Background: an optimization exercise with open tools, aiming at small area, a short achievable clock period and few clock cycles per item. Do not read the settings as production practice. RTL that was checked went through simulation tests only; none was proved equivalent to the original. The RTL of run 5 was laid out without a check of its function. Power is estimated from default activity; no workload was simulated.

==> flow/config.mk <==
export PLATFORM = sky130hd
export DESIGN_NAME = sorted_list_insert_delete
export DESIGN_NICKNAME = sorted_list_insert_delete
export VERILOG_FILES = /design/flow/design.v
export SDC_FILE = /design/flow/constraint.sdc
export NUM_CORES = 4
export LEC_CHECK = 0
export ABC_CLOCK_PERIOD_IN_PS = 2000
export CAP_MARGIN = 20
export CELL_PAD_IN_SITES_DETAIL_PLACEMENT = 1
export CORE_MARGIN = 2
export CORE_UTILIZATION = 30
export PLACE_DENSITY = 0.4
export SETUP_SLACK_MARGIN = 3.4
export SLEW_MARGIN = 20
==> flow/constraint.sdc <==
create_clock -name core_clock -period 6.0 [get_ports {clk}]
set_input_delay 1.2000 -clock core_clock [delete_from_list [all_inputs] [get_ports {clk}]]
set_output_delay 1.2000 -clock core_clock [all_outputs]
set_load 0.01 [all_outputs]
==> flow/design.v <==
package slsi_pkg;
  localparam int IN_VALUE_W = 32;
  localparam int COUNT_W    = 7;
  localparam logic FUNC_INSERT = 1'b0;
  localparam logic FUNC_DELETE = 1'b1;
  typedef struct packed {
    logic                         func;
    logic signed [IN_VALUE_W-1:0] value;
  } in_t;
  typedef struct packed {
    logic               ok;
    logic [COUNT_W-1:0] count;
  } out_t;
  typedef struct packed {
    logic eval;
    logic update;
    logic ins;
  } cell_ctl_t;
endpackage
module sorted_list_insert_delete
#(
  parameter int DEPTH       = 64,
  parameter int VALUE_WIDTH = 32
) (
  input  logic clk,
  input  logic rst,
  input  logic in_valid,
  output logic in_stall,
  input  logic [slsi_pkg::IN_VALUE_W:0] in_data,
  output logic out_valid,
  input  logic out_stall,
  output logic [slsi_pkg::COUNT_W:0] out_data
);
  localparam int VW  = slsi_pkg::IN_VALUE_W;
  localparam int CW  = slsi_pkg::COUNT_W;
  localparam int NPT = 8;               
  localparam int SP  = DEPTH / NPT;     
  localparam int BUF = 5;               
  localparam int NM  = DEPTH + BUF;     
  localparam int NG  = (NM + 7) / 8;    
  localparam int QD  = 5;               
  logic [VW-1:0]    ring_d [DEPTH];
  logic [DEPTH-1:0] ring_v;
  logic [VW-1:0]    buf_d  [BUF];
  logic [BUF-1:0]   buf_v;       
  logic [BUF-1:0]   buf_p1;      
  logic [BUF-1:0]   buf_p2;      
  logic             a_val;       
  logic             a_del;
  logic [VW-1:0]    a_x;         
  logic             p_val;       
  logic             p_del;
  logic             t_val;       
  logic             t_del;
  logic [CW:0]      t_res;       
  logic [NM-1:0]    e1_q;        
  logic [NM-1:0]    e_q;         
  logic [NG-1:0]    gany_q;      
  logic [CW-1:0]    cnt;         
  logic             stall_q;
  logic             ov;
  logic [CW:0]      od;
  logic [CW:0]      od_h;        
  logic             r_val;       
  logic [CW:0]      r_res;
  logic [QD-1:0][CW:0] q;        
  logic [QD-1:0]    q_wp;        
  logic [QD-1:0]    q_rp;        
  logic [QD-1:0]    q_n;         
  logic [QD:0]      t_n;         
  assign in_stall  = stall_q;
  assign out_valid = ov;
  assign out_data  = od;
  logic acc, acc_ins;
  assign acc     = in_valid && !stall_q && !rst;
  assign acc_ins = acc && (in_data[VW] == slsi_pkg::FUNC_INSERT);
  logic [BUF-1:0] dsel;          
  logic [BUF-1:0] wsel;          
  logic [BUF-1:0] bfree;
  logic [BUF-1:0] bwr;           
  logic [VW-1:0]  hd;
  logic [NPT-1:0] pfree;
  logic [NPT-1:0] dp;            
  logic           drain;
  assign bfree = ~(buf_v | buf_p1 | buf_p2);
  assign bwr   = bfree | (dsel & {BUF{drain}});
  always_comb begin
    dsel = '0;
    wsel = '0;
    for (int j = BUF - 1; j >= 0; j--) begin
      if (buf_v[j]) dsel = BUF'(1) << j;
      if (bwr[j])   wsel = BUF'(1) << j;
    end
    hd = '0;
    for (int j = 0; j < BUF; j++) begin
      hd = hd | (buf_d[j] & {VW{dsel[j]}});
    end
  end
  for (genvar k = 0; k < NPT; k++) begin : g_pf
    assign pfree[k] = !ring_v[(k * SP + DEPTH - 1) % DEPTH];
  end
  always_comb begin
    dp = '0;
    for (int k = NPT - 1; k >= 0; k--) begin
      if (pfree[k]) dp = NPT'(1) << k;
    end
    if (buf_v == '0) dp = '0;
  end
  assign drain = |dp;
  logic [DEPTH-1:0] eq_r;
  logic [BUF-1:0]   eq_b;
  logic             eq_h;
  logic [NM-1:0]    e1_d;
  for (genvar i = 0; i < DEPTH; i++) begin : g_rcmp
    assign eq_r[i] = (ring_d[i] == a_x);
  end
  for (genvar j = 0; j < BUF; j++) begin : g_bcmp
    assign eq_b[j] = (buf_d[j] == a_x);
  end
  assign eq_h = |(dsel & eq_b);
  for (genvar i = 0; i < DEPTH; i++) begin : g_e1
    localparam int PV = (i + DEPTH - 1) % DEPTH;
    if (i % SP == 0) begin : g_pt
      assign e1_d[i] = dp[i / SP] ? eq_h : eq_r[PV];
    end else begin : g_sh
      assign e1_d[i] = eq_r[PV];
    end
  end
  assign e1_d[NM-1:DEPTH] = eq_b & (buf_v | buf_p2) & ~(dsel & {BUF{drain}});
  logic [DEPTH-1:0] rv_d;        
  logic [BUF-1:0]   bv_keep;     
  logic             e1_h;
  logic [NM-1:0]    e_d;
  logic [NG-1:0]    gany_d;
  assign e1_h = |(dsel & e1_q[NM-1:DEPTH]);
  for (genvar i = 0; i < DEPTH; i++) begin : g_ed
    localparam int PV = (i + DEPTH - 1) % DEPTH;
    if (i % SP == 0) begin : g_pt
      assign e_d[i] = (dp[i / SP] ? e1_h : e1_q[PV]) && rv_d[i];
    end else begin : g_sh
      assign e_d[i] = e1_q[PV] && rv_d[i];
    end
  end
  assign e_d[NM-1:DEPTH] = e1_q[NM-1:DEPTH] & bv_keep;
  logic [NM-1:0] first;
  logic [NG-1:0] gpre;
  for (genvar g = 0; g < NG; g++) begin : g_grp
    localparam int LO = 8 * g;
    localparam int HI = (8 * g + 7 < NM) ? 8 * g + 7 : NM - 1;
    assign gany_d[g] = |e_d[HI:LO];
    if (g == 0) begin : g_p0
      assign gpre[g] = 1'b0;
    end else begin : g_pn
      assign gpre[g] = |gany_q[g-1:0];
    end
    for (genvar i = LO; i <= HI; i++) begin : g_bit
      if (i == LO) begin : g_b0
        assign first[i] = e_q[i] && !gpre[g];
      end else begin : g_bn
        assign first[i] = e_q[i] && !gpre[g] && !(|e_q[i-1:LO]);
      end
    end
  end
  logic          is_del;
  logic          found;
  logic [NM-1:0] clr;
  assign is_del = t_val && t_del;
  assign found  = is_del && (|gany_q);
  assign clr    = is_del ? first : '0;
  logic          ins_p;
  logic          full;
  logic          ins_ok;
  logic [CW-1:0] cnt_dn, cnt_up;
  logic [CW-1:0] cnt_f, cnt_nf;      
  logic [CW:0]   ires_f, ires_nf;    
  logic [CW:0]   res;
  logic          hd_keep;
  assign ins_p   = p_val && !p_del;
  assign full    = cnt[CW-1];
  assign ins_ok  = ins_p && (found || !full);
  assign cnt_dn  = cnt - CW'(1);
  assign cnt_up  = cnt + CW'(1);
  assign cnt_f   = ins_p ? cnt : cnt_dn;
  assign cnt_nf  = (ins_p && !full) ? cnt_up : cnt;
  assign ires_f  = {1'b1, cnt};
  assign ires_nf = full ? {1'b0, cnt} : {1'b1, cnt_up};
  assign res     = t_del ? {found, found ? cnt_dn : cnt} : t_res;
  assign hd_keep = !(|(dsel & clr[NM-1:DEPTH]));
  for (genvar i = 0; i < DEPTH; i++) begin : g_ring
    localparam int PV = (i + DEPTH - 1) % DEPTH;
    if (i % SP == 0) begin : g_pt
      always_ff @(posedge clk) begin
        if (dp[i / SP]) begin
          ring_d[i] <= hd;
        end else begin
          ring_d[i] <= ring_d[PV];
        end
      end
      assign rv_d[i] = !rst && (dp[i / SP] ? hd_keep : (ring_v[PV] && !clr[PV]));
    end else begin : g_sh
      always_ff @(posedge clk) begin
        ring_d[i] <= ring_d[PV];
      end
      assign rv_d[i] = !rst && ring_v[PV] && !clr[PV];
    end
    always_ff @(posedge clk) begin
      ring_v[i] <= rv_d[i];
    end
  end
  for (genvar j = 0; j < BUF; j++) begin : g_buf
    assign bv_keep[j] = buf_v[j] && !clr[DEPTH + j] && !(drain && dsel[j]);
    always_ff @(posedge clk) begin
      if (bwr[j]) begin
        buf_d[j] <= in_data[VW-1:0];
      end
      if (rst) begin
        buf_v[j]  <= 1'b0;
        buf_p1[j] <= 1'b0;
        buf_p2[j] <= 1'b0;
      end else begin
        buf_p1[j] <= wsel[j] && acc_ins;
        buf_p2[j] <= buf_p1[j];
        if (buf_p2[j]) begin
          buf_v[j] <= ins_ok;
        end else begin
          buf_v[j] <= bv_keep[j];
        end
      end
    end
  end
  logic          push;
  logic          take;
  logic          q_empty;
  logic          bypass;         
  logic          enq;
  logic          deq;
  logic [CW:0]   q_head;
  assign push    = r_val;
  assign take    = !ov || !out_stall;
  assign q_empty = !q_n[0];
  assign bypass  = take && q_empty;
  assign enq     = push && !bypass;
  assign deq     = take && !q_empty;
  always_comb begin
    q_head = '0;
    for (int k = 0; k < QD; k++) q_head = q_head | (q[k] & {(CW+1){q_rp[k]}});
  end
  always_ff @(posedge clk) begin
    for (int k = 0; k < QD; k++) begin
      if (push && q_wp[k]) q[k] <= r_res;
    end
    if (take) od_h <= q_empty ? r_res : q_head;
    if (rst)       od <= '0;
    else if (take) od <= q_empty ? r_res : q_head;
    else           od <= od_h;
    if (rst) begin
      ov   <= 1'b0;
      q_wp <= QD'(1);
      q_rp <= QD'(1);
      q_n  <= '0;
    end else begin
      if (take) ov <= push || !q_empty;
      if (enq) q_wp <= {q_wp[QD-2:0], q_wp[QD-1]};
      if (deq) q_rp <= {q_rp[QD-2:0], q_rp[QD-1]};
      if (enq && !deq)      q_n <= {q_n[QD-2:0], 1'b1};
      else if (deq && !enq) q_n <= {1'b0, q_n[QD-1:1]};
    end
  end
  logic [BUF-1:0] bleft;         
  logic           bfree_n;       
  logic           pfree2;
  logic           drain2;
  logic           stall_b;
  always_comb begin
    bleft   = bwr & ~wsel;
    bfree_n = (|bleft) || ((|bwr) && !acc_ins);
    pfree2  = 1'b0;
    for (int k = 0; k < NPT; k++) pfree2 = pfree2 | !ring_v[(k * SP + 2 * DEPTH - 2) % DEPTH];
    drain2  = pfree2 && (|(buf_v & ~(dsel & {BUF{drain}})));
    stall_b = !bfree_n && !drain2;
  end
  logic        hand;
  logic        stall_o;
  logic [QD:0] t_up, t_dn;
  assign hand    = ov && !out_stall;
  assign t_up    = {t_n[QD-1:0], 1'b1};
  assign t_dn    = {1'b0, t_n[QD:1]};
  assign stall_o = (t_n[QD] && !(hand && !acc)) || (t_n[QD-1] && acc && !hand);
  always_ff @(posedge clk) begin
    a_x    <= in_data[VW-1:0];
    a_del  <= (in_data[VW] == slsi_pkg::FUNC_DELETE);
    p_del  <= a_del;
    t_del  <= p_del;
    t_res  <= found ? ires_f : ires_nf;
    r_res  <= res;
    e1_q   <= e1_d;
    e_q    <= e_d;
    gany_q <= gany_d;
    if (rst) begin
      a_val   <= 1'b0;
      p_val   <= 1'b0;
      t_val   <= 1'b0;
      r_val   <= 1'b0;
      cnt     <= '0;
      t_n     <= '0;
      stall_q <= 1'b0;
    end else begin
      a_val   <= acc;
      p_val   <= a_val;
      t_val   <= p_val;
      r_val   <= t_val;
      cnt     <= found ? cnt_f : cnt_nf;
      if (acc && !hand)      t_n <= t_up;
      else if (hand && !acc) t_n <= t_dn;
      stall_q <= stall_b || stall_o;
    end
  end
endmodule
==> flow/flow/run.sh <==
#!/bin/bash
# The standard layout (the standard.sh, every step), with the clock tree built from
# larger sink clusters and without dummy balancing loads. Each tool's full output stays in
# orfs/logs; make's own output goes to standard.log here.
set -euo pipefail
bash standard.sh "CTS_ARGS=-sink_clustering_enable -repair_clock_nets -dont_use_dummy_load -sink_clustering_size 24 -sink_clustering_max_diameter 100" finish > standard.log 2>&1
==> flow/standard.sh <==
#!/bin/bash
# synth_recipe.tcl (not shown) runs the flow's synth.tcl, then flattens the netlist and writes it again
# the make line also repeats each setting of config.mk as NAME=value (left out here)
make -C /OpenROAD-flow-scripts/flow DESIGN_CONFIG=/design/flow/config.mk WORK_HOME=/design/flow/orfs CLKGATE_MAP_FILE= SYNTH_SCRIPT=/design/flow/synth_recipe.tcl "${@:-finish}"
==> impl_results.md, run 1 <==
- Outcome: finished clean
- Layout fillers: between 30000 and 40000
- Final period utilization: 0.445
- Power Density: 301 mW/mm^2
- Clk pwr share: 0.334
- RSZ-0062 raised after global routing: true
- Pin count of the biggest net entering global routing: 77
- Per-cell routed wire length: 31.4 um
- Std-Cell Rows: roughly 200
- Most used routing layer: met2
- Reg2Reg Setup Slack: 3.33 ns
- # DRC: 0
- CTS max path bufs: 4
- Peak VDD IR: 0.153 mV
- Met1 GRT Util: 0.310
- Num CTS Buffers: 138
- Ys flop type: dfxtp_1
- Via count: between 50000 and 60000
- Aggregate global-route resource usage: 0.234
- Most common cell after layout, fill and taps aside: dfxtp_1
- Comb power frac: 0.063
- # port buffers: 46
- Setup Total Neg Slack: 0 ns
- Grt total ovfl: 0
- Post-synthesis average cell area: 11.9 sq um
- Die area: 0.292 sq mm
- Sequential-to-total area share from yosys stat: 0.620
- GPL Wtd Cong: 0.826
- Initial drt markers: just under 4000
- Switching share of power: 0.242
- Min Tclk post-route: 2.67 ns
- Initial antenna violation count: 44
- WP data arrival: 3.37 ns
- Count of pins over their slew limit: 0
- Mapped Nets: approximately 7300
- Sw power: 7.10 mW
- Core Region: approximately 0.29 sq mm
- P&R area growth vs syn: 12.9%
- Worst EP required: between 6 and 7 ns
- Max cap viols: 0
- First-pass GRT wire length: 477 mm
- Drt pass-1 iters: 6
- CP Max Fanout: 8
- Clock skew: 0.0844 ns
- Mapped cell area: 0.0863 sq mm
- Most frequent cells in the layout: dfxtp_1 (2333), xor2_1 (1900), nor4_1 (484), xnor2_1 (318), nand2_1 (241)
- Warnings, synthesis: 3
- Vias per cell: between 4 and 5
- Multi-input gate area: between 0.03 and 0.04 sq mm
- Die H: 541 um
- Critical path class: reg -> reg
- Ys async rst share: 0
- Die X: between 500 and 600 um
- Worst-path clk slew: 0.11 ns
- Post-Route WL: 350 mm
- Fin nets: 7392
- Finished Core Util: 0.341
- DP HPWL: 234 mm
- Htree depth: 4
- Leakage: approximately 39 nW
- Worst-margin pin slew: ~0.86 ns
- Yosys cell types: 82
- Clk Latency, worst-skew pair: between 0.8 and 0.9 ns
- Max Freq: 0.374 GHz
- Clock sink count: approximately 2600
- Critical path capture point type: flop
- Hold/Removal Path Class: reg -> reg
- Routing usage on met2: 0.398
- Root Buffer: clkbuf_16
- CTS tree: built
- ANT nets after route: 0
- # IOs: 47
- Cells after Synth: just over 7000
- Layout cells sized above 1: 0.0788
- Reg area: 0.0537 sq mm
- Vias in the first global route: approximately 57000
- Setup violators final: 0
- Number of synthesized register bits: 2575
- Int Pwr: 22.3 mW
- EDFF count, synth: 200
- Critical path startpoint category: flop
- Relative slew margins: 0.422
- Flop pwr share: 0.603
- Initial Utilization: 0.302
- Count of final hold-check violations: 0
- GRT met3 Usage: 0.0274
-- kinds of logic (layout without fill, tap and decap cells) --
logic type               after synthesis  count (layout)  synth area share
multiplexers                          22              22           0.00258
buffers and inverters                440             540            0.0201
flip-flops                          2575            2575             0.620
AO/OA/AOI/OAI                        523             523            0.0383
AND/OR/NAND/NOR                     1457            1458            0.0927
XOR/XNOR                            2218            2218             0.225
other                                  0              32                 0
adder cells (fa/ha/maj)                9               9           0.00128
-- flip-flops by register name, indices dropped and copies added (netlist names), 9 cells and up --
| signal | cells |
|---|---|
| ring_d | 2048 |
| buf_d | 160 |
| e1_q | 69 |
| e_q | 69 |
| ring_v | 64 |
| q | 40 |
| a_x | 32 |
| gany_q | 9 |
-- worst paths after layout --
path              cells past startpoint                 to               from
setup / recovery                      6  gany_q[7]$_DFF_P_  gany_q[1]$_DFF_P_
hold / removal                        0      p_del$_DFF_P_      a_del$_DFF_P_
setup reg to reg                      6  gany_q[7]$_DFF_P_  gany_q[1]$_DFF_P_
hold reg to reg                       0      p_del$_DFF_P_      a_del$_DFF_P_
-- power by group through the flow --
stage	combinational, mW	clock [mW]	sequential (mW)
floorplan	1.04	0	18.0
global placement	1.51	0	18.2
detailed placement	1.52	0	18.2
CTS	1.85	10.1	17.7
global route	1.96	10.7	17.7
finish	1.86	9.81	17.7
-- metrics by stage --
stage                     hold WS, ns  total power, mW  area, sq um  instances  setup slack, ns
final                           0.312             29.4        97400      11100             3.33
after global routing            0.318             30.3        97400      11100             3.25
after CTS                       0.319             29.6        96900      11100             3.31
after detailed placement        0.327             19.8        91600      10800             2.15
after global placement          0.314             19.8        91500      10800             2.22
after floorplan                 0.310             19.0        86400       7244             3.35
-- per-layer routing --
layer / routed length [um] / up-vias
met4: 10600 / 4
li1: - / 24400
met5: 31 / -
met1: 156000 / 27600
met2: 168000 / 1280
met3: 15300 / 341
-- cells in the mapped netlist (4+ instances only) --
cell      instances  area (sq um)
edfxtp_1        200          6010
mux2i_1          20           200
a211oi_1         17           128
o211a_1           6          60.1
nor3b_1          10          75.1
nor3_1           27           135
ha_1              8           100
inv_1            61           229
nor2_1          245           920
nand4_1         205          1280
nand3_1          32           160
nand2b_1         39           244
nor4_1          502          3140
xor2_1         1900         16600
a311oi_1          5          43.8
a31oi_1           8          50.1
nor2b_1          14          87.6
nand4b_1         11          96.3
buf_1           139           522
and3_1           15          93.8
a22oi_1          13          97.6
nor3_2            4          40.0
clkbuf_1        201           754
a221o_1          30           300
buf_2            34           170
and2_1           61           382
o311a_1          11           110
xnor2_1         318          2790
or3_1             6          37.5
a222oi_1         38           380
or4_1             7          52.6
o21ai_0         201          1010
nand2_1         242           908
dfxtp_1        2375         47500
a21oi_1         153           766
nand3b_1          5          37.5
-- what timing repair did --
item                       in CTS  in global routing
setup endpoints to repair     547                118
gates cloned                    1                  2
buffers inserted              124                 32
hold buffers                    0                  0
pin swaps                      11                 18
resized for setup             121                 44
-- critical path: stages, from the launching register on --
cell and delay, ns:
dfxtp_2 0.34, or4_4 0.63, or4_4 0.68, nor3_4 0.29, a31oi_4 0.14, a2111oi_4 0.30, nand4b_1 0.12
-- layout make-up --
cell class,count,area share
flip-flops and latches,2575,0.551
multi-input cells,4230,0.324
well taps,3762,0.0483
repair buffers,340,0.0379
clock buffers,138,0.0354
inverters,62,0.00249
diodes,32,0.000822
Testbench counts, summed over its fixed seeds: cycles 5,276, items 5,200.
==> inputs of run 2 (changes only) <==
--- a/flow/config.mk
+++ b/flow/config.mk
@@ -7,3 +7,3 @@
 export LEC_CHECK = 0
-export ABC_CLOCK_PERIOD_IN_PS = 2000
+export ABC_CLOCK_PERIOD_IN_PS = 2500
 export CAP_MARGIN = 20
@@ -13,3 +13,3 @@
 export PLACE_DENSITY = 0.4
-export SETUP_SLACK_MARGIN = 3.4
+export SETUP_SLACK_MARGIN = 3.7
 export SLEW_MARGIN = 20
==> run 2 against run 1 <==
  * Still clean
  * Cell count up 0.98%
  * Total power up 0.85%
  * Register-to-register slack better by 0.10 ns
  * Global-route usage up 0.78 points
  * Sequential power about the same
  * Worst hold slack worse by 0.0076 ns
  * Synthesized cell count unchanged
==> impl_results.md, run 2 <==
- Outcome: finished clean
- Hold/Removal Path Class: reg -> reg
- Number of synthesized register bits: 2575
- Met2 routed WL: 175 mm
- First-pass GRT wire length: 490 mm
- # IOs: 47
- Root Buffer: clkbuf_16
- Cells after Synth: 7244
- CTS max path bufs: 4
- Most common cell after layout, fill and taps aside: dfxtp_1
- Worst Reg-to-Reg Cells: 8
- Mapped Nets: 7289
- Max reg flops: 2048
- Aggregate global-route resource usage: 0.242
- Worst-path clk slew: 0.09 ns
- Met3 WL post-DR: 14.2 mm
- Clock sink count: 2575
- Fin nets: between 7000 and 8000
- Placed Instance Area: 0.0917 sq mm
- Vias per cell: 4.85
- Setup violators final: 0
- Vias in the first global route: 57100
- # port buffers: 46
- Peak VDD IR: 0.212 mV
- Setup Total Neg Slack: 0 ns
- Final cell count without fillers: 11200
- Ys flop type: dfxtp_1
- P&R area growth vs syn: 17.0%
- Largest cells by area after synthesis: dfxtp_1 (55%), xor2_1 (19%), edfxtp_1 (7.0%), nor4_1 (3.6%), xnor2_1 (3.2%)
- Setup crit start: gany_q[1]$_DFF_P_
- RSZ-0062 raised after global routing: true
- Leakage: 40.3 nW
- Ys async rst share: 0
- Final Power: around 30 mW
- Worst hold stages: 0
- WP data arrival: 3.30 ns
- Core Region: 0.286 sq mm
- Max cap viols: 0
- Metal1 wirelength: 164 mm
- Post-Route WL: around 370 mm
- Final period utilization: 0.428
- RR Endpoint: gany_q[7]$_DFF_P_
- Max Freq: 0.389 GHz
- Critical path capture point type: flop
- EDFF count, synth: 200
- Commonest cells in the netlist: dfxtp_1 (2375), xor2_1 (1900), nor4_1 (502), xnor2_1 (318), nor2_1 (245)
- Most frequent cells in the layout: dfxtp_1 (2323), xor2_1 (1899), nor4_1 (453), xnor2_1 (315), nand2_1 (238)
- Pin count of the biggest net entering global routing: 70
- Worst EP required: just under 7 ns
- Multi-input gate area: 0.0326 sq mm
- Sequential-to-total area share from yosys stat: 0.620
- Die X: 541 um
- Initial antenna violation count: 20
- CTS Hold Bufs: 0
- Largest regs: ring_d (2048), buf_d (160)
- Grt total ovfl: 0
- Most flop-heavy register: ring_d
- Die area: 0.292 sq mm
- Via count: 54600
- DP HPWL: between 200 and 250 mm
- Drt pass-1 iters: 7
- Worst-margin pin slew: between 0.8 and 0.9 ns
- CP Max Fanout: 6
- Clk Latency, worst-skew pair: approximately 0.82 ns
- Warnings, synthesis: 3
- Count of pins over their slew limit: 0
- Count of final hold-check violations: 0
- Final Instance Area: ~0.1 sq mm
- Hold Path Origin: ring_d[58][24]$_DFF_P_
- ANT nets after route: 0
- Reg area: 0.0537 sq mm
- Area share of the largest cell type after synthesis: 0.551
- Layout cells sized above 1: 0.117
- Per-cell routed wire length: 32.5 um
- Critical path startpoint category: flop
- Reg2Reg Setup Slack: 3.43 ns
- Endpoint, Worst Hold: ring_d[59][24]$_DFF_P_
- Inst Count DP: 10800
- Initial Utilization: 0.302
- Std-Cell Rows: between 150 and 200
- Mapped cell area: 0.0863 sq mm
- Critical path class: reg -> reg
- Num CTS Buffers: 140
- Clock skew: 0.0590 ns
- Min Tclk post-route: 2.57 ns
- Synth area leader: dfxtp_1
- GPL Wtd Cong: 0.839
- Die H: 541 um
- Post-synthesis average cell area: 11.9 sq um
- Power Density: 293 mW/mm^2
- Yosys cell types: 82
- Relative slew margins: 0.407
- Top sig layer: met5
- Htree depth: 4
- CTS tree: built
- Layout fillers: 30300
- R2r startpoint: gany_q[1]$_DFF_P_
- Most frequent cell after synthesis: dfxtp_1
- Initial drt markers: 4072
- # DRC: 0
==> run 2: power by group <==
group,total (mW),leakage [nW],switching [mW],internal [mW]
Sequential,17.7,21.3,0.207,17.5
Clock,9.93,1.73,5.73,4.20
Combinational,2.01,17.3,1.28,0.728
==> run 2: final cells by class <==
type                    count  share of cell area
repair buffers            451              0.0613
multi-input cells        4232               0.323
well taps                3762              0.0466
inverters                  62             0.00246
clock buffers             140              0.0347
diodes                     26            0.000644
flip-flops and latches   2575               0.532
==> run 2: worst max-delay path: stages, from the launching register on <==
cell and delay (ns):
dfxtp_2 0.34, or4_4 0.61, buf_6 0.17, nor4_4 0.34
buf_4 0.20, o221ai_4 0.22, buf_4 0.23, a31oi_2 0.22
nand4b_1 0.11
==> run 2: logic make-up after synthesis <==
kind of cell               Yosys count  share of synthesized area
and+or+nand+nor                   1457                     0.0927
muxes                               22                    0.00258
AOI/OAI and AO/OA                  523                     0.0383
xor gates and xnor gates          2218                      0.225
buffers and inverters              440                     0.0201
adders and majority gates            9                    0.00128
DFF                               2575                      0.620
==> run 2: how the worst max path moves through the flow <==
stage	endpoint	cells past startpoint
floorplan	q_n[1]$_SDFFE_PP0P_	10
global placement	e1_q[16]$_DFF_P_	6
detailed placement	buf_d[0][5]$_DFFE_PP_	4
CTS	gany_q[6]$_DFF_P_	8
global route	gany_q[7]$_DFF_P_	8
finish	gany_q[7]$_DFF_P_	8
==> run 2: per-layer routing <==
metal,GRT usage,vias up
met1,0.320,28300
met4,0.0730,8
met2,0.413,1209
met5,0,-
li1,-,24700
met3,0.0252,368
==> run 2: timing repair <==
item                                    in CTS  in global routing
endpoints found under the setup margin     587                318
gates cloned                                19                  7
pin swaps                                   50                 84
setup buffers                              189                 48
resized for setup                          373                261
==> run 2: metrics by stage <==
step / util / hold WS, ns / worst slack (ns)
finish: 0.354 / 0.304 / 3.43
global route: 0.354 / 0.301 / 3.38
CTS: 0.348 / 0.303 / 3.42
detailed placement: 0.321 / 0.315 / 2.65
global placement: 0.321 / 0.318 / 2.67
floorplan: - / 0.310 / 3.48
==> inputs of run 3 (changes only) <==
--- a/flow/config.mk
+++ b/flow/config.mk
@@ -13,3 +13,3 @@
 export PLACE_DENSITY = 0.4
-export SETUP_SLACK_MARGIN = 3.7
+export SETUP_SLACK_MARGIN = 3.4
 export SLEW_MARGIN = 20
==> run 3 against run 2 <==
  * Die area unchanged
  * Sequential cell count stayed put
  * Register-to-register slack got worse by 0.10 ns
  * Synthesized cell count unchanged
  * Critical path depth is 2 lower
  * Critical path type unchanged
  * First-iteration DRC count decreased by 3.1%
==> impl_results.md, run 3 <==
- Outcome: finished clean
- Critical path class: reg -> reg
- Warnings, synthesis: 3
- Critical path startpoint category: flop
- Mapped Nets: 7289
- Area share of the largest cell type after synthesis: 0.551
- Largest regs: ring_d (2048), buf_d (160)
- Mapped cell area: 0.0863 sq mm
- Root Buffer: clkbuf_16
- Max reg flops: 2048
- Power Density: 301 mW/mm^2
- Cells after Synth: a little over 7000
- Commonest cells in the netlist: dfxtp_1 (2375), xor2_1 (1900), nor4_1 (502), xnor2_1 (318), nor2_1 (245)
- Initial drt markers: 3945
- Vias in the first global route: 56900
- Initial Utilization: 0.302
- CP Max Fanout: 8
- Peak VDD IR: 0.153 mV
- Number of synthesized register bits: 2575
- Yosys cell types: 82
- Die area: 0.292 sq mm
- Sequential-to-total area share from yosys stat: 0.620
- Final Power: around 30 mW
- First-pass GRT wire length: 477 mm
- Relative slew margins: 0.422
- Worst Reg-to-Reg Cells: 6
- GPL Wtd Cong: 0.826
- Clock skew: 0.0844 ns
- Most frequent cells in the layout: dfxtp_1 (2333), xor2_1 (1900), nor4_1 (484), xnor2_1 (318), nand2_1 (241)
- Min Tclk post-route: ~2.7 ns
- Die H: 541 um
- RR Endpoint: gany_q[7]$_DFF_P_
- Core Region: 0.286 sq mm
- Max cap viols: 0
- P&R area growth vs syn: 12.9%
- Aggregate global-route resource usage: 0.234
- Clock sink count: 2575
- Leakage: 38.6 nW
- Final setup margin: 3.33 ns
- Most frequent cell after synthesis: dfxtp_1
- R2r startpoint: gany_q[1]$_DFF_P_
- # IOs: 47
- Hold Path Origin: a_del$_DFF_P_
- Setup Total Neg Slack: 0 ns
- Largest cells by area after synthesis: dfxtp_1 (55%), xor2_1 (19%), edfxtp_1 (7.0%), nor4_1 (3.6%), xnor2_1 (3.2%)
- Htree depth: 4
- Count of final hold-check violations: 0
- Worst EP required: 6.69 ns
- Setup violators final: 0
- Finished Core Util: 0.341
- Vias per cell: 4.81
- Most flop-heavy register: ring_d
- ANT nets after route: 0
- DP HPWL: about 230 mm
- Via count: between 50000 and 60000
- Ys flop type: dfxtp_1
- Grt total ovfl: 0
- Worst-margin pin slew: 0.865 ns
- Hold/Removal Path Class: reg -> reg
- Drt pass-1 iters: 6
- Per-cell routed wire length: 31.4 um
- Ys async rst share: 0
- Synth area leader: dfxtp_1
- Post-Route WL: around 350 mm
- Std-Cell Rows: roughly 200
- Layout cells sized above 1: 0.0788
- Count of pins over their slew limit: 0
- CTS tree: built
- WP data arrival: between 3 and 4 ns
- RSZ-0062 raised after global routing: true
- Reg2Reg Setup Slack: ~3.3 ns
- Endpoint, Worst Hold: p_del$_DFF_P_
- Num CTS Buffers: 138
- Fin nets: 7392
- # port buffers: 46
- Post-synthesis average cell area: around 12 sq um
- Die X: 541 um
- Max Freq: roughly 0.37 GHz
- Final period utilization: 0.445
- Critical path capture point type: flop
- Place WS: 2.15 ns
- CTS Hold Bufs: 0
- CTS max path bufs: 4
- EDFF count, synth: 200
- Most common cell after layout, fill and taps aside: dfxtp_1
- # DRC: 0
- Pin count of the biggest net entering global routing: 77
- Initial antenna violation count: 44
- Worst hold stages: 0
- Worst-path clk slew: approximately 0.11 ns
- Clk Latency, worst-skew pair: 0.87 ns
## run 3: cell types whose count changed in the layout (fill, tap and decap cells not counted), sizes merged
cell | previous run | this run
clkinvlp | 1 | 0
clkbuf | 148 | 141
buf | 368 | 301
a21oi | 154 | 153
inv | 60 | 61
o221ai | 3 | 2
or3b | 3 | 2
bufbuf | 40 | 1
diode | 26 | 32
or4 | 10 | 11
## run 3: per-stage QoR
stage / area (sq um) / cells / hold WS (ns)
2_1_floorplan: 86400 / 7244 / 0.310
3_3_place_gp: 91500 / 10800 / 0.314
3_5_place_dp: 91600 / 10800 / 0.327
4_1_cts: 96900 / 11100 / 0.319
5_1_grt: 97400 / 11100 / 0.318
6_report: 97400 / 11100 / 0.312
## run 3: area by class of cell
class	count	area, sq um
repair buffers	340	3690
fillers	30500	188000
multi-input cells	4230	31600
clock buffers	138	3450
well taps	3762	4710
inverters	62	243
diodes	32	80.1
flip-flops and latches	2575	53700
## run 3: repair_timing
action / in CTS / in global routing
resized for setup: 121 / 44
gates cloned: 1 / 2
setup buffers: 124 / 32
pin swaps: 11 / 18
endpoints found under the setup margin: 547 / 118
## run 3: worst max-delay path by stage
stage	startpoint	endpoint	slack [ns]
5_1_grt	gany_q[1]$_DFF_P_	gany_q[7]$_DFF_P_	3.25
3_3_place_gp	a_x[16]$_DFF_P_	e1_q[16]$_DFF_P_	2.22
4_1_cts	gany_q[3]$_DFF_P_	gany_q[8]$_DFF_P_	3.31
6_report	gany_q[1]$_DFF_P_	gany_q[7]$_DFF_P_	3.33
3_5_place_dp	rst	gany_q[0]$_DFF_P_	2.15
2_1_floorplan	buf_v[2]$_SDFF_PP0_	stall_q$_SDFF_PP0_	3.35
## run 3: kinds of logic after synthesis
family	after synthesis	share of synthesized area
adders and majority gates	9	0.00128
muxes	22	0.00258
DFF	2575	0.620
xor gates and xnor gates	2218	0.225
AOI/OAI and AO/OA	523	0.0383
buffers and inverters	440	0.0201
and+or+nand+nor	1457	0.0927
## run 3: routing by layer
| metal | share of wire | GRT usage | vias up |
|---|---|---|---|
| met3 | 0.044 | 0.0274 | 341 |
| met1 | 0.45 | 0.310 | 27600 |
| met4 | 0.030 | 0.0668 | 4 |
| li1 | - | - | 24400 |
| met2 | 0.48 | 0.398 | 1280 |
| met5 | 0.000089 | 0 | - |
## run 3: critical path, stage by stage, from the launching register on
cell	delay, ns
dfxtp_2	0.34
or4_4	0.63
or4_4	0.68
nor3_4	0.29
a31oi_4	0.14
a2111oi_4	0.30
nand4b_1	0.12
## run 3: report_power, final
| group | internal (mW) | switching, mW |
|---|---|---|
| registers | 17.5 | 0.220 |
| logic | 0.658 | 1.20 |
| clock network | 4.14 | 5.67 |
==> inputs of run 4 (changes only) <==
--- a/flow/config.mk
+++ b/flow/config.mk
@@ -11,4 +11,4 @@
 export CORE_MARGIN = 2
-export CORE_UTILIZATION = 30
-export PLACE_DENSITY = 0.4
+export CORE_UTILIZATION = 40
+export PLACE_DENSITY = 0.55
 export SETUP_SLACK_MARGIN = 3.4
==> run 4 against run 3 <==
  * Worst hold slack improved by 0.0045 ns
  * Clock skew fell by 0.0033 ns
  * Sequential share of layout area rose by 1.1 points
  * Non-clock buffer count fell by 46
  * Largest power group unchanged
  * Highest routed layer unchanged
==> impl_results.md, run 4 <==
- Largest cells by area after synthesis: dfxtp_1 (55%), xor2_1 (19%), edfxtp_1 (7.0%), nor4_1 (3.6%), xnor2_1 (3.2%)
- Layout cells sized above 1: 0.0725
- Sequential-to-total area share from yosys stat: 0.620
- Most flop-heavy register: ring_d
- First-pass GRT wire length: 454 mm
- Reg2Reg Setup Slack: 3.26 ns
- ANT nets after route: 0
- # IOs: 47
- RR Endpoint: gany_q[7]$_DFF_P_
- Clock sink count: 2575
- Warnings, synthesis: 3
- Mapped Nets: 7289
- Worst-path clk slew: 0.10 ns
- Hold/Removal Path Class: reg -> reg
- Max cap viols: 0
- R2r startpoint: gany_q[3]$_DFF_P_
- Area share of the largest cell type after synthesis: 0.551
- P&R area growth vs syn: 10.7%
- Placed Instance Area: 0.0904 sq mm
- Most frequent cell after synthesis: dfxtp_1
- Leakage: 38.2 nW
- Aggregate global-route resource usage: 0.294
- Number of synthesized register bits: 2575
- Hold Path Origin: ring_d[13][5]$_DFF_P_
- Commonest cells in the netlist: dfxtp_1 (2375), xor2_1 (1900), nor4_1 (502), xnor2_1 (318), nor2_1 (245)
- Post-Route WL: around 330 mm
- Final Instance Area: 0.0956 sq mm
- Grt total ovfl: 0
- Die X: roughly 470 um
- Largest regs: ring_d (2048), buf_d (160)
- Max reg flops: 2048
- Worst-margin pin slew: 0.865 ns
- Per-cell routed wire length: around 33 um
- Drt pass-1 iters: 7
- Initial antenna violation count: 40
- Power Density: 298 mW/mm^2
- Ys async rst share: 0
- Die area: 0.220 sq mm
- Vias in the first global route: roughly 57000
- Critical path startpoint category: flop
- Synth area leader: dfxtp_1
- CP Max Fanout: 5
- Inst Count DP: about 9900
- Pin count of the biggest net entering global routing: 68
- GPL Wtd Cong: slightly above 0.9
- Worst hold stages: 0
- Core Region: ~0.21 sq mm
- Mapped cell area: 0.0863 sq mm
- Critical path capture point type: flop
- Worst Reg-to-Reg Cells: 7
- Worst EP required: 6.68 ns
- CTS Hold Bufs: 0
- Die H: between 400 and 500 um
- Clk Latency, worst-skew pair: 0.84 ns
- Num CTS Buffers: 119
- EDFF count, synth: 200
- # port buffers: 46
- Critical path class: reg -> reg
- Count of final hold-check violations: 0
- Yosys cell types: 82
- Most common cell after layout, fill and taps aside: dfxtp_1
- Cells after Synth: 7244
- Peak VDD IR: 0.257 mV
- CTS tree: built
- Most frequent cells in the layout: dfxtp_1 (2332), xor2_1 (1900), nor4_1 (486), xnor2_1 (318), nand2_1 (241)
- Setup violators final: 0
- Initial Utilization: 0.402
- Endpoint, Worst Hold: ring_d[14][5]$_DFF_P_
- Count of pins over their slew limit: 0
- RSZ-0062 raised after global routing: true
- Root Buffer: clkbuf_16
- Vias per cell: between 5 and 6
- Final cell count without fillers: 10200
- Setup Total Neg Slack: 0 ns
- Outcome: finished clean
- Std-Cell Rows: 170
- Min Tclk post-route: 2.74 ns
- Via count: 56000
- Final period utilization: 0.457
- Initial drt markers: 5594
- Ys flop type: dfxtp_1
- Clock skew: 0.0811 ns
- Final Power: around 28 mW
- Relative slew margins: 0.418
- CTS max path bufs: 3
- # DRC: 0
- Max Freq: around 0.36 GHz
- DP HPWL: approximately 220 mm
- Htree depth: 3
- Fin nets: 7330
- Post-synthesis average cell area: 11.9 sq um
- WP data arrival: between 3 and 4 ns
-- run 4: cell counts after synthesis --
No cell type changed its count.
-- run 4: logic make-up after synthesis --
| logic type | share of synthesized area |
|---|---|
| flip-flops | 0.620 |
| XOR/XNOR | 0.225 |
| AND/OR/NAND/NOR | 0.0927 |
| AO/OA/AOI/OAI | 0.0383 |
| buffers and inverters | 0.0201 |
| multiplexers | 0.00258 |
| adder cells (fa/ha/maj) | 0.00128 |
-- run 4: critical path, cell delays in order, from the launching register on --
cell and delay, ns:
dfxtp_2 0.33, or4_4 0.58, buf_12 0.17, or4_4 0.50
nor3_4 0.29, a31oi_4 0.15, a2111oi_4 0.41, nand4b_1 0.17
-- run 4: power breakdown --
group / switching (mW) / internal (mW)
combinational: 1.17 / 0.631
clock: 5.42 / 3.53
sequential: 0.247 / 17.5
-- run 4: routing by layer --
layer,vias up,GRT usage,part of all wire
met5,-,0,0.00012
met4,6,0.131,0.048
met3,631,0.0541,0.073
met2,2344,0.473,0.46
met1,28800,0.386,0.42
li1,24300,-,-
-- run 4: worst max path at each step --
stage                              startpoint                     end  cells after the start
after floorplan           buf_v[2]$_SDFF_PP0_      stall_q$_SDFF_PP0_                      5
after global placement        a_x[11]$_DFF_P_         e1_q[0]$_DFF_P_                      6
after detailed placement  buf_v[0]$_SDFF_PP0_  ring_d[16][17]$_DFF_P_                      6
after CTS                   gany_q[1]$_DFF_P_       gany_q[6]$_DFF_P_                      8
after global routing        gany_q[3]$_DFF_P_       gany_q[7]$_DFF_P_                      7
final                       gany_q[3]$_DFF_P_       gany_q[7]$_DFF_P_                      7
-- run 4: metrics by stage --
step	setup WS, ns	hold WS [ns]	util
after floorplan	3.35	0.310	-
after global placement	1.92	0.312	0.421
after detailed placement	2.31	0.314	0.421
after CTS	3.28	0.312	0.443
after global routing	3.16	0.310	0.445
final	3.26	0.316	0.445
-- run 4: cell type report --
type	instances	area, sq um
clock buffers	119	2980
multi-input cells	4233	31600
diodes	43	108
repair buffers	294	3390
flip-flops and latches	2575	53700
fillers	22300	119000
inverters	62	235
well taps	2838	3550
-- run 4: what timing repair did --
| item | 4_1_cts | 5_1_grt |
|---|---|---|
| cloned | 5 | 4 |
| gates resized for setup | 129 | 49 |
| buffers inserted | 92 | 17 |
| pin swaps | 22 | 21 |
| setup endpoints to repair | 466 | 121 |
==> inputs of run 5 (changes only) <==
--- a/flow/design.v
+++ b/flow/design.v
@@ -58,2 +58,3 @@
   logic [NG-1:0]    gany_q;      
+  logic [NG-1:0]    gpre_q;      
   logic [CW-1:0]    cnt;         
@@ -134,2 +135,3 @@
   logic [NG-1:0]    gany_d;
+  logic [NG-1:0]    gpre_d;
   assign e1_h = |(dsel & e1_q[NM-1:DEPTH]);
@@ -145,3 +147,2 @@
   logic [NM-1:0] first;
-  logic [NG-1:0] gpre;
   for (genvar g = 0; g < NG; g++) begin : g_grp
@@ -151,5 +152,5 @@
     if (g == 0) begin : g_p0
-      assign gpre[g] = 1'b0;
+      assign gpre_d[g] = 1'b0;
     end else begin : g_pn
-      assign gpre[g] = |gany_q[g-1:0];
+      assign gpre_d[g] = |gany_d[g-1:0];
     end
@@ -157,5 +158,5 @@
       if (i == LO) begin : g_b0
-        assign first[i] = e_q[i] && !gpre[g];
+        assign first[i] = e_q[i] && !gpre_q[g];
       end else begin : g_bn
-        assign first[i] = e_q[i] && !gpre[g] && !(|e_q[i-1:LO]);
+        assign first[i] = e_q[i] && !gpre_q[g] && !(|e_q[i-1:LO]);
       end
@@ -298,2 +299,3 @@
     gany_q <= gany_d;
+    gpre_q <= gpre_d;
     if (rst) begin
--- a/flow/config.mk
+++ b/flow/config.mk
@@ -7,3 +7,3 @@
 export LEC_CHECK = 0
-export ABC_CLOCK_PERIOD_IN_PS = 2500
+export ABC_CLOCK_PERIOD_IN_PS = 2000
 export CAP_MARGIN = 20
@@ -11,4 +11,4 @@
 export CORE_MARGIN = 2
-export CORE_UTILIZATION = 40
-export PLACE_DENSITY = 0.55
+export CORE_UTILIZATION = 30
+export PLACE_DENSITY = 0.4
 export SETUP_SLACK_MARGIN = 3.4
==> run 5 against run 4 <==
  * Critical path depth up 1
  * Synthesized cell count up 0.55%
  * Via count down 4.9%
  * Sequential cell count up 7
  * Routed wire length up 3.3%
  * Register-to-register slack worse by 0.10 ns
  * Sequential share of layout area down 0.84 points
  * Worst hold slack better by 0.0061 ns
  * Critical path type unchanged
  * Critical endpoint is now gpre_q[8]$_DFF_P_
  * Largest power group unchanged
==> impl_results.md, run 5 <==
- Outcome: finished clean
- P&R area growth vs syn: 12.2%
- Worst-margin pin slew: 0.911 ns
- Yosys cell types: 80
- Max Freq: 0.351 GHz
- Slowest-stage cell, CP: dfxtp_4
- DP HPWL: roughly 230 mm
- Worst path max stage delay: 0.47 ns
- Adder-Cell Fraction of Synth Area: 0.00127
- Core Region: around 0.29 sq mm
- Critical path capture point type: flop
- Mapped cell area: 0.0867 sq mm
- Post-synthesis mux area share: 0.00232
- Htree depth: 3
- RSZ-0062 raised after global routing: true
- Per-cell routed wire length: 30.9 um
- Post-synthesis simple-gate area fraction: 0.0932
- Commonest cells in the netlist: dfxtp_1 (2382), xor2_1 (1809), nor4_1 (487), xnor2_1 (410), nor2_1 (350)
- Switching share of power: 0.244
- Clock skew: a little under 0.08 ns
- Initial drt markers: ~4200
- Critical path's top delay family: simple AND/OR/NAND/NOR gates
- Aggregate global-route resource usage: 0.228
- Ys async rst share: 0
- Vias per cell: 4.79
- Peak VDD IR: 0.319 mV
- Cell Chain, Critical Path: buf_12 > nand4bb_4 > nor4_4 > a2bb2oi_2 > or4b_1 > a2111o_1 > nor4_4 > nand3_1
- # IOs: 47
- # port buffers: 46
- Num CTS Buffers: 120
- CTS max path bufs: 3
- Critical path startpoint category: flop
- # DRC: 0
- Post-Route WL: 344 mm
- Comb power frac: 0.065
- Ys flop type: dfxtp_1
- Critical path class: reg -> reg
- Cells after Synth: between 7000 and 8000
- Setup Total Neg Slack: 0 ns
- Place WS: between 2 and 2.5 ns
- Flop pwr share: 0.617
- Clk pwr share: 0.318
- Synth Area in Compound Gates: 0.0395
- Int Pwr: 21.8 mW
- Most common cell after layout, fill and taps aside: dfxtp_1
- Most flop-heavy register: ring_d
- Sequential-to-total area share from yosys stat: 0.619
- Worst-path clk slew: around 0.1 ns
- Clock sink count: ~2600
- Sw power: 7.03 mW
- CP Max Fanout: 7
- Hold/Removal Path Class: reg -> reg
- Largest cells by area after synthesis: dfxtp_1 (55%), xor2_1 (18%), edfxtp_1 (6.9%), xnor2_1 (4.1%), nor4_1 (3.5%)
- Die X: 542 um
- Clk Latency, worst-skew pair: between 0.8 and 0.9 ns
- Min Tclk post-route: 2.85 ns
- Largest family of logic cells by synthesized area: XOR/XNOR gates
- Relative slew margins: 0.387
- Leakage: 38.2 nW
- Count of pins over their slew limit: 0
- Initial antenna violation count: 30
- Layout cells sized above 1: 0.0760
- EDFF count, synth: 200
- ANT nets after route: 0
- Most frequent cells in the layout: dfxtp_1 (2334), xor2_1 (1809), nor4_1 (466), xnor2_1 (408), nor2_1 (344)
- Via count: 53300
- Final setup margin: 3.15 ns
- Most frequent cell after synthesis: dfxtp_1
- Die H: 542 um
- Inst Count DP: around 11000
- Post-synthesis average cell area: 11.9 sq um
- GPL Wtd Cong: 0.833
- First-pass GRT wire length: about 470 mm
- Xor/xnor share of the synthesized area: 0.224
- Fin nets: 7363
- Number of synthesized register bits: approximately 2600
- Area share of the largest cell type after synthesis: 0.550
- Max reg flops: 2048
- Pin count of the biggest net entering global routing: 70
- Synth area leader: dfxtp_1
- Setup violators final: 0
- Std-Cell Rows: 197
- Initial Utilization: 0.301
- CTS tree: built
- Final period utilization: 0.474
- CP most frequent cell: nor4_4
- Die area: 0.293 sq mm
- Root Buffer: clkbuf_16
- Mapped Nets: 7329
- Worst EP required: 6.69 ns
- Count of final hold-check violations: 0
- Drt pass-1 iters: 7
- Final cell count without fillers: 11100
- Vias in the first global route: 56500
- WP data arrival: 3.53 ns
- Power Density: approximately 300 mW/mm^2
- Largest regs: ring_d (2048), buf_d (160)
- CP bufs+invs: 1
- Final Power: 28.8 mW
- Max cap viols: 0
- Warnings, synthesis: 3
- Grt total ovfl: 0
==> run 5: changes by cell type after synthesis, moves of 21 or more <==
cell      delta
o21ai_0     -93
buf_1       -38
nand2_1    -117
xor2_1      -91
nor2_1     +105
nand2b_1    +30
clkbuf_1    +72
buf_2       -29
and2_1      -21
xnor2_1     +92
a21oi_1     +85
==> run 5: cell type report <==
type                            count  area (sq um)
Fill cell                       30800        191000
Sequential cell                  2582         53800
Multi-Input combinational cell   4241         31900
Tap cell                         3781          4730
Timing Repair Buffer              298          3470
Clock buffer                      120          3000
Inverter                           75           282
Antenna cell                       23          57.6
==> run 5: logic make-up (layout without fill, tap and decap cells) <==
logic type | Yosys count | after routing
flops | 2582 | 2582
xor+xnor | 2219 | 2219
simple gates | 1455 | 1455
compound gates | 538 | 538
buf+inv | 461 | 493
mux | 20 | 20
fa+ha+maj | 9 | 9
other cells | 0 | 23
==> run 5: worst reg2reg max path, delay by kind of cell, from the launching register on <==
kind / cells / cell delay, ns
DFF: 1 / 0.47
and+or+nand+nor: 5 / 1.50
AOI/OAI and AO/OA: 2 / 0.60
buffers and inverters: 1 / 0.18
==> run 5: metrics by stage <==
step / hold slack (ns) / util / instance area, sq um
2_1_floorplan: 0.310 / - / 86900
4_1_cts: 0.313 / 0.336 / 96800
3_3_place_gp: 0.350 / 0.319 / 91900
3_5_place_dp: 0.338 / 0.319 / 91900
6_report: 0.322 / 0.338 / 97300
5_1_grt: 0.330 / 0.338 / 97300
==> run 5: power by group through the flow <==
stage	clock network (mW)	registers, mW	logic (mW)
finish	9.15	17.8	1.88
floorplan	0	18.0	1.08
detailed placement	0	18.3	1.57
global placement	0	18.3	1.57
CTS	9.38	17.8	1.86
global route	9.94	17.8	1.98
==> run 5: timing repair <==
item,CTS,global route
gates resized for setup,167,51
gates cloned,4,2
pin swaps,16,18
endpoints found under the setup margin,496,46
setup buffers,109,18
hold buffers,0,0
==> run 5: final timing paths <==
| path | from | to | cells past startpoint | slack, ns |
|---|---|---|---|---|
| hold / removal | ring_d[6][29]$_DFF_P_ | ring_d[7][29]$_DFF_P_ | 0 | 0.32 |
| setup reg to reg | t_del$_DFF_P_ | gpre_q[8]$_DFF_P_ | 8 | 3.15 |
| setup / recovery | t_del$_DFF_P_ | gpre_q[8]$_DFF_P_ | 8 | 3.15 |
| hold reg to reg | ring_d[6][29]$_DFF_P_ | ring_d[7][29]$_DFF_P_ | 0 | 0.32 |
==> run 5: metal layers <==
layer	track usage	wire length, um	vias to the layer above
met5	0	25	-
li1	-	-	24300
met3	0.0225	13200	309
met4	0.0582	9750	4
met2	0.377	159000	1170
met1	0.318	161000	27400

-- afterwards: timing with drivers on the ports --
In the flow no input, the clock included, has a driving cell. The finished layouts below were timed again as built, in two steps. Step 1 (the two cells are an assumption about what drives the block):
set clk [get_ports {clk}]
set_driving_cell -lib_cell sky130_fd_sc_hd__clkbuf_16 $clk
set_driving_cell -lib_cell sky130_fd_sc_hd__buf_2 [delete_from_list [all_inputs] $clk]
Step 2 times the ports against the registers' clock, not the clock port: input delays grow and output delays shrink by t, the midpoint of the rising clock arrivals with the driver on. Three values: ideal ports, drivers, drivers and shift; two values: the first two.
run | t (ns) | slack for setup (ns) | worst hold slack (ns) | worst data-port slew with drivers (ns) | pins driven straight from the clock port
run 1 | 0.911 | 3.328 / 3.328 / 2.675 | 0.312 / 0.312 / 0.312 | 0.08 | 1
run 2 | 0.909 | 3.431 / 3.406 / 2.836 | 0.304 / 0.304 / 0.304 | 0.10 | 1
run 3 | 0.911 | 3.328 / 3.328 / 2.675 | 0.312 / 0.312 / 0.312 | 0.08 | 1
run 4 | 0.885 | 3.256 / 3.256 / 2.725 | 0.316 / 0.316 / 0.316 | 0.09 | 1
run 5 | 0.887 | 3.154 / 2.976 / 2.089 | 0.322 / 0.322 / 0.322 | 0.49 | 1
After both steps setup and hold are still met in every run listed. The setup slack of run 5, which loses most, moves by -0.178 ns with the drivers and by -1.065 ns with both steps.
